What follows belongs to an exercise in optimizing a design on an open flow for small area, a short achievable clock period and few clock cycles; a production flow would make more cautious choices. RTL that was checked went through simulation tests only; none was proved equivalent to the original. No driver is modelled on the clock port, so clock power and skew are understated where the tree is cut down; a real chip needs a root buffer or a tree. Power figures rest on the tool's default switching activity, not on a simulated workload.

Setup of 10-19:
==> module conv_input_feeder, before the edit <==
module conv_input_feeder (
    input  logic                          i_clk,
    input  logic                          i_rst,
    input  logic                          i_start,
    input  logic [23:0]                   i_geom,
    output logic                          o_rd_en,
    output logic [15:0]                   o_rd_addr,
    input  logic [63:0]                   i_rd_data,
    output logic [81:0]                   o_feed,
    output logic                          o_busy,
    output logic                          o_done
);
    logic        busy;
    logic        idle;        
    logic        done;
    logic        mode_a;      
    logic        mode_b;      
    logic        b_first;     
    logic [2:0]  p8;
    logic [7:0]  g_h;         
    logic [7:0]  g_c;         
    logic [15:0] raddr;       
    logic        op_clr;      
    logic        op_prod;
    logic        op_run;
    logic        op_neg;
    logic        op_cin;
    logic        gen;         
    logic [7:0]  cw;          
    logic        row0;        
    logic        z2;          
    logic [3:1]  ed;          
    logic [7:6]  ed_hi;
    logic [8:1]  vd;          
    logic [8:0]  en;          
    logic        last;        
    logic [31:0] s0, s2;      
    logic [15:0] s1;
    logic        accept;
    logic        e0;
    logic        z2_nx;
    logic        busy_nx;
    logic        a_last;      
    logic        b_last;      
    logic        gen_go;      
    logic        mode_a_nx;
    logic        mode_b_nx;
    logic [2:0]  p8_nx;
    logic [7:0]  cw_dec;
    logic [7:0]  hbits;       
    logic [7:0]  wbits;       
    logic [15:0] mcand;       
    logic [15:0] add_a;
    logic [15:0] add_b;
    logic [16:0] raddr_sum;
    logic [31:0] half;
    logic [15:0] quarter;
    logic        half_hi;     
    logic        q_hi;
    assign accept    = i_start && idle;
    assign last      = vd[8] && !vd[7];
    assign e0        = gen ? (p8 == 3'd7 && cw == 8'd0) : 1'b1;
    assign z2_nx     = (p8 == 3'd6) ? (g_h == 8'd1) : z2;
    assign busy_nx   = accept || (busy && !last);
    assign cw_dec    = cw - 8'd1;
    assign hbits     = s2[31:24];
    assign wbits     = g_c;
    assign mcand     = s0[31:16];
    assign a_last    = mode_a && hbits[7:1] == 7'd0;
    assign b_last    = mode_b && wbits[7:1] == 7'd0;
    assign mode_a_nx = accept || (mode_a && !a_last);
    assign mode_b_nx = a_last || (mode_b && !b_last);
    assign gen_go    = !gen &&
                       ((mode_a && ((hbits[7:1] == 7'd1 && wbits[7:1] == 7'd0) ||
                                    (hbits[7:1] == 7'd0 && wbits[7:1] <= 7'd1))) ||
                        (mode_b && wbits[7:3] == 5'd0 && wbits[2]));
    assign p8_nx     = gen_go ? 3'd0 : p8 + 3'd1;
    always_ff @(posedge i_clk) begin
        if (i_rst) begin
            busy    <= 1'b0;
            idle    <= 1'b1;
            done    <= 1'b0;
            mode_a  <= 1'b0;
            mode_b  <= 1'b0;
            gen     <= 1'b0;
            vd      <= '0;
        end else begin
            busy    <= busy_nx;
            idle    <= !busy_nx;
            done    <= last;
            vd      <= {vd[7:1], gen};
            mode_a  <= mode_a_nx;
            mode_b  <= mode_b_nx;
            if (gen_go) begin
                gen <= 1'b1;
            end else if (gen && p8 == 3'd7 && cw == 8'd0 && g_h == 8'd1) begin
                gen <= 1'b0;
            end
        end
    end
    always_ff @(posedge i_clk) begin
        p8      <= p8_nx;
        b_first <= a_last;
        if (idle) begin
            g_h <= i_geom[23:16];
        end else if (gen && p8 == 3'd7 && cw == 8'd0) begin
            g_h <= g_h - 8'd1;
        end
        if (idle) begin
            g_c <= i_geom[15:8];
        end else if (b_last) begin
            g_c <= cw;
        end else if (mode_b) begin
            g_c <= {1'b0, g_c[7:1]};
        end
        if (idle) begin
            cw <= i_geom[15:8];
        end else if (gen_go) begin
            cw <= cw_dec;
        end else if (gen && p8 == 3'd7) begin
            cw <= (cw == 8'd0) ? g_c : cw_dec;
        end
        op_clr  <= accept || (a_last && !wbits[0]);
        op_prod <= (accept && i_geom[16]) || (mode_a && !a_last && hbits[1]) ||
                   (mode_b && !b_last && wbits[1]);
        op_run  <= !mode_a_nx && !mode_b_nx && !(gen && !vd[1]);
        op_neg  <= p8_nx[0] ^ p8_nx[1];
        op_cin  <= !mode_a_nx && !mode_b_nx && !(gen && !vd[1]) &&
                   (p8_nx == 3'd0 || p8_nx == 3'd1 || p8_nx == 3'd3 ||
                    p8_nx == 3'd4 || p8_nx == 3'd6);
        raddr <= raddr_sum[16:1];
    end
    assign add_a = raddr & {16{!op_clr}};
    assign add_b = ({16{op_prod}} & mcand)
                 | ({16{op_run}} & ({{8{op_neg}}, g_c ^ {8{op_neg}}}));
    assign raddr_sum = {add_a, 1'b1} + {add_b, op_cin};
    assign o_rd_addr = raddr;
    assign o_rd_en   = busy;       
    always_ff @(posedge i_clk) begin
        if (gen_go) begin
            row0 <= 1'b1;
        end else if (gen && p8 == 3'd7 && cw == 8'd0) begin
            row0 <= 1'b0;
        end
        ed    <= {ed[2:1], e0};
        ed_hi <= {ed_hi[6], !en[5]};
        if (p8 == 3'd6) z2 <= (g_h == 8'd1);
        en[0] <= !(e0    || row0);
        en[1] <= !row0;
        en[2] <= !(ed[1] || row0);
        en[3] <= !ed[3];
        en[4] <= 1'b1;
        en[5] <= en[3];
        en[6] <= !(ed_hi[6] || z2_nx);
        en[7] <= 1'b1;           
        en[8] <= !(ed_hi[7] || z2_nx);
    end
    assign half    = half_hi ? i_rd_data[63:32] : i_rd_data[31:0];
    assign quarter = q_hi ? half[31:16] : half[15:0];
    always_ff @(posedge i_clk) begin
        half_hi <= p8_nx == 3'd1 || p8_nx == 3'd2 || p8_nx == 3'd4 || p8_nx == 3'd7;
        q_hi    <= !p8_nx[1];
        s1[15:8] <= quarter[15:8];
        s1[7:0]  <= p8[0] ? quarter[7:0] : s1[15:8];
        if (idle)                  s0[31:16] <= {8'd0, i_geom[7:0]};
        else if (mode_b && b_first) s0[31:16] <= {raddr[14:0], 1'b0};
        else if (mode_a || mode_b) s0[31:16] <= {mcand[14:0], 1'b0};
        else begin
            s0[31:24] <= half[31:24];
            if (p8[1:0] == 2'd0) s0[23:16] <= half[23:16];
            else                 s0[23:16] <= s0[31:24];
        end
        if (p8[1:0] == 2'd0) s0[15:0] <= half[15:0];
        else                 s0[15:0] <= s0[23:8];
        if (idle)        s2[31:24] <= i_geom[23:16];
        else if (mode_a) s2[31:24] <= {1'b0, hbits[7:1]};
        else             s2[31:24] <= half[31:24];
        if (p8[1:0] == 2'd2) s2[23:0] <= half[23:0];
        else                 s2[23:0] <= s2[31:8];
    end
    logic [71:0] taps;
    always_comb begin
        for (int j = 0; j < 3; j++) begin
            taps[(0+j)*8 +: 8] = s0[7:0] & {8{en[0+j]}};
            taps[(3+j)*8 +: 8] = s1[7:0] & {8{en[3+j]}};
            taps[(6+j)*8 +: 8] = s2[7:0] & {8{(j == 1) ? !z2 : en[6+j]}};
        end
    end
    assign o_feed = {vd, gen, taps, last};
    assign o_busy = busy;
    assign o_done = done;
endmodule
export LEC_CHECK = 0
export CAP_MARGIN = 20
export CORE_MARGIN = 2
export CORE_UTILIZATION = 60
export SLEW_MARGIN = 20
export BUFFER_PORTS_ARGS = -buffer_cell sky130_fd_sc_hd__buf_1
export PRE_CTS_TCL = /design/flow/flow/manual_cts.tcl
export MAN_CTS_LEAVES = 8
export MAN_CTS_MIDS = 4
export MAN_CTS_LEAF_CELL = sky130_fd_sc_hd__clkbuf_16
export MAN_CTS_MID_CELL = sky130_fd_sc_hd__clkbuf_8
export MAN_SIZE_OUTPUTS = 1
export MAN_OUT_BUF = sky130_fd_sc_hd__buf_1
create_clock -name core_clock -period 10.0 [get_ports {i_clk}]
standard.sh (not shown) runs the stock make flow with config.mk's settings and CLKGATE_MAP_FILE= SYNTH_SCRIPT=/design/flow/synth_recipe.tcl, a recipe that flattens the netlist after the stock synthesis.
==> flow/flow/run.sh <==
#!/bin/bash
# The standard layout (standard.sh, unchanged synthesis) with two changes:
#  - the port buffers are buf_1 instead of the delay cells buffer_ports
#    picks by default;
#  - clock tree: manual_cts.tcl replaces TritonCTS's H-tree with a balanced
#    two-level tree (the port drives 4 clkbuf_8, each driving 2 clkbuf_16
#    that drive one eighth of the registers, split by position), and
#    before it the gates that drive output port buffers, the flip-flops
#    feeding those gates, and flip-flops with a large fanout get a larger
#    drive strength.
# The tool output goes to standard.log in this folder.
set -euo pipefail
here=$(pwd)
{
  echo 'export BUFFER_PORTS_ARGS = -buffer_cell sky130_fd_sc_hd__buf_1'
  echo "export PRE_CTS_TCL = $here/flow/manual_cts.tcl"
  echo 'export MAN_CTS_LEAVES = 8'
  echo 'export MAN_CTS_MIDS = 4'
  echo 'export MAN_CTS_LEAF_CELL = sky130_fd_sc_hd__clkbuf_16'
  echo 'export MAN_CTS_MID_CELL = sky130_fd_sc_hd__clkbuf_8'
  echo 'export MAN_SIZE_OUTPUTS = 1'
  echo 'export MAN_OUT_BUF = sky130_fd_sc_hd__buf_1'
} >> "$FLOW_CONFIG"
bash standard.sh > standard.log 2>&1
Other scripts of this flow, unchanged in this note and not shown: flow/flow/manual_cts.tcl
Testbench counts of 10-19, summed over its fixed seeds: cycles 58,026.
What 01-21 does differently from 10-19 at the input level:
--- a/flow/design.v
+++ b/flow/design.v
@@ -350,10 +350,11 @@
     logic [3:1]  ed;          
     logic [7:6]  ed_hi;
     logic [8:1]  vd;          
-    logic [8:0]  en;          
+    logic [8:0]  mk;          
     logic        last;        
-    logic [31:0] s0, s2;      
-    logic [15:0] s1;
+    logic [31:8] s0, s2;      
+    logic [15:8] s1;
+    logic [7:0]  p0n, p1n, p2n;  
     logic        accept;
     logic        e0;
     logic        z2_nx;
@@ -461,17 +462,15 @@
             row0 <= 1'b0;
         end
         ed    <= {ed[2:1], e0};
-        ed_hi <= {ed_hi[6], !en[5]};
+        ed_hi <= {ed_hi[6], mk[5]};
         if (p8 == 3'd6) z2 <= (g_h == 8'd1);
-        en[0] <= !(e0    || row0);
-        en[1] <= !row0;
-        en[2] <= !(ed[1] || row0);
-        en[3] <= !ed[3];
-        en[4] <= 1'b1;
-        en[5] <= en[3];
-        en[6] <= !(ed_hi[6] || z2_nx);
-        en[7] <= 1'b1;           
-        en[8] <= !(ed_hi[7] || z2_nx);
+        mk[0] <= e0 || row0;
+        mk[1] <= row0;
+        mk[2] <= ed[1] || row0;
+        mk[3] <= ed[3];
+        mk[5] <= mk[3];
+        mk[6] <= ed_hi[6] || z2_nx;
+        mk[8] <= ed_hi[7] || z2_nx;
     end
     assign half    = half_hi ? i_rd_data[63:32] : i_rd_data[31:0];
     assign quarter = q_hi ? half[31:16] : half[15:0];
@@ -479,7 +478,7 @@
         half_hi <= p8_nx == 3'd1 || p8_nx == 3'd2 || p8_nx == 3'd4 || p8_nx == 3'd7;
         q_hi    <= !p8_nx[1];
         s1[15:8] <= quarter[15:8];
-        s1[7:0]  <= p8[0] ? quarter[7:0] : s1[15:8];
+        p1n      <= ~(p8[0] ? quarter[7:0] : s1[15:8]);
         if (idle)                  s0[31:16] <= {8'd0, i_geom[7:0]};
         else if (mode_b && b_first) s0[31:16] <= {raddr[14:0], 1'b0};
         else if (mode_a || mode_b) s0[31:16] <= {mcand[14:0], 1'b0};
@@ -488,20 +487,22 @@
             if (p8[1:0] == 2'd0) s0[23:16] <= half[23:16];
             else                 s0[23:16] <= s0[31:24];
         end
-        if (p8[1:0] == 2'd0) s0[15:0] <= half[15:0];
-        else                 s0[15:0] <= s0[23:8];
+        if (p8[1:0] == 2'd0) s0[15:8] <= half[15:8];
+        else                 s0[15:8] <= s0[23:16];
+        p0n <= ~((p8[1:0] == 2'd0) ? half[7:0] : s0[15:8]);
         if (idle)        s2[31:24] <= i_geom[23:16];
         else if (mode_a) s2[31:24] <= {1'b0, hbits[7:1]};
         else             s2[31:24] <= half[31:24];
-        if (p8[1:0] == 2'd2) s2[23:0] <= half[23:0];
-        else                 s2[23:0] <= s2[31:8];
+        if (p8[1:0] == 2'd2) s2[23:8] <= half[23:8];
+        else                 s2[23:8] <= s2[31:16];
+        p2n <= ~((p8[1:0] == 2'd2) ? half[7:0] : s2[15:8]);
     end
     logic [71:0] taps;
     always_comb begin
         for (int j = 0; j < 3; j++) begin
-            taps[(0+j)*8 +: 8] = s0[7:0] & {8{en[0+j]}};
-            taps[(3+j)*8 +: 8] = s1[7:0] & {8{en[3+j]}};
-            taps[(6+j)*8 +: 8] = s2[7:0] & {8{(j == 1) ? !z2 : en[6+j]}};
+            taps[(0+j)*8 +: 8] = ~(p0n | {8{mk[0+j]}});
+            taps[(3+j)*8 +: 8] = ~(p1n | {8{(j == 1) ? 1'b0 : mk[3+j]}});
+            taps[(6+j)*8 +: 8] = ~(p2n | {8{(j == 1) ? z2 : mk[6+j]}});
         end
     end
     assign o_feed = {vd, gen, taps, last};
## What came out
Both conditions hold for 01-21: the flow ran to the end and the final layout passed the timing, design-rule and antenna checks. 01-21 vs. 10-19: synthesized area went up by 1.6%. Changes observed in 01-21 relative to 10-19: compound-gate portion of the synthesized area saw an increase, die area went up by about 1.5%, minimum setup slack in the final design did not really move. | area fraction in and, or, nand and nor cells after synthesis | 01-21 vs 10-19 | 0.78 points lower |. In the reports for 10-19 and 01-21, the smaller total power after layout belongs to 01-21. The higher clock group share of total power of 10-19 and 01-21 is in 01-21.
Function not checked in 01-21: the RTL went through the layout flow alone. No run of this note takes its clock network from TritonCTS; it comes from the design's own scripts or RTL.

[static timing again, ports no longer ideal]
How much do the figures lean on ideal ports? The routed layouts below were timed once more, with nothing changed but the port constraints.
Step 1: set_driving_cell puts a clkbuf_16 on i_clk and a buf_2 on each other input, an assumption about the parent block.
Step 2 also shifts input and output timing later by t, the mid clock arrival at the registers, as if the neighbouring blocks saw the same clock.
Three values: no drivers, after step 1, after step 2; two values: the first two.
| run | t, ns | setup slack, ns | hold slack, ns |
|---|---|---|---|
| 10-19 | 0.353 | 6.946 / 6.877 / 6.969 | 0.332 / 0.332 / 0.332 |
| 01-21 | 0.363 | 6.947 / 6.869 / 6.947 | 0.329 / 0.329 / 0.329 |
After both steps setup and hold are still met in every run listed.
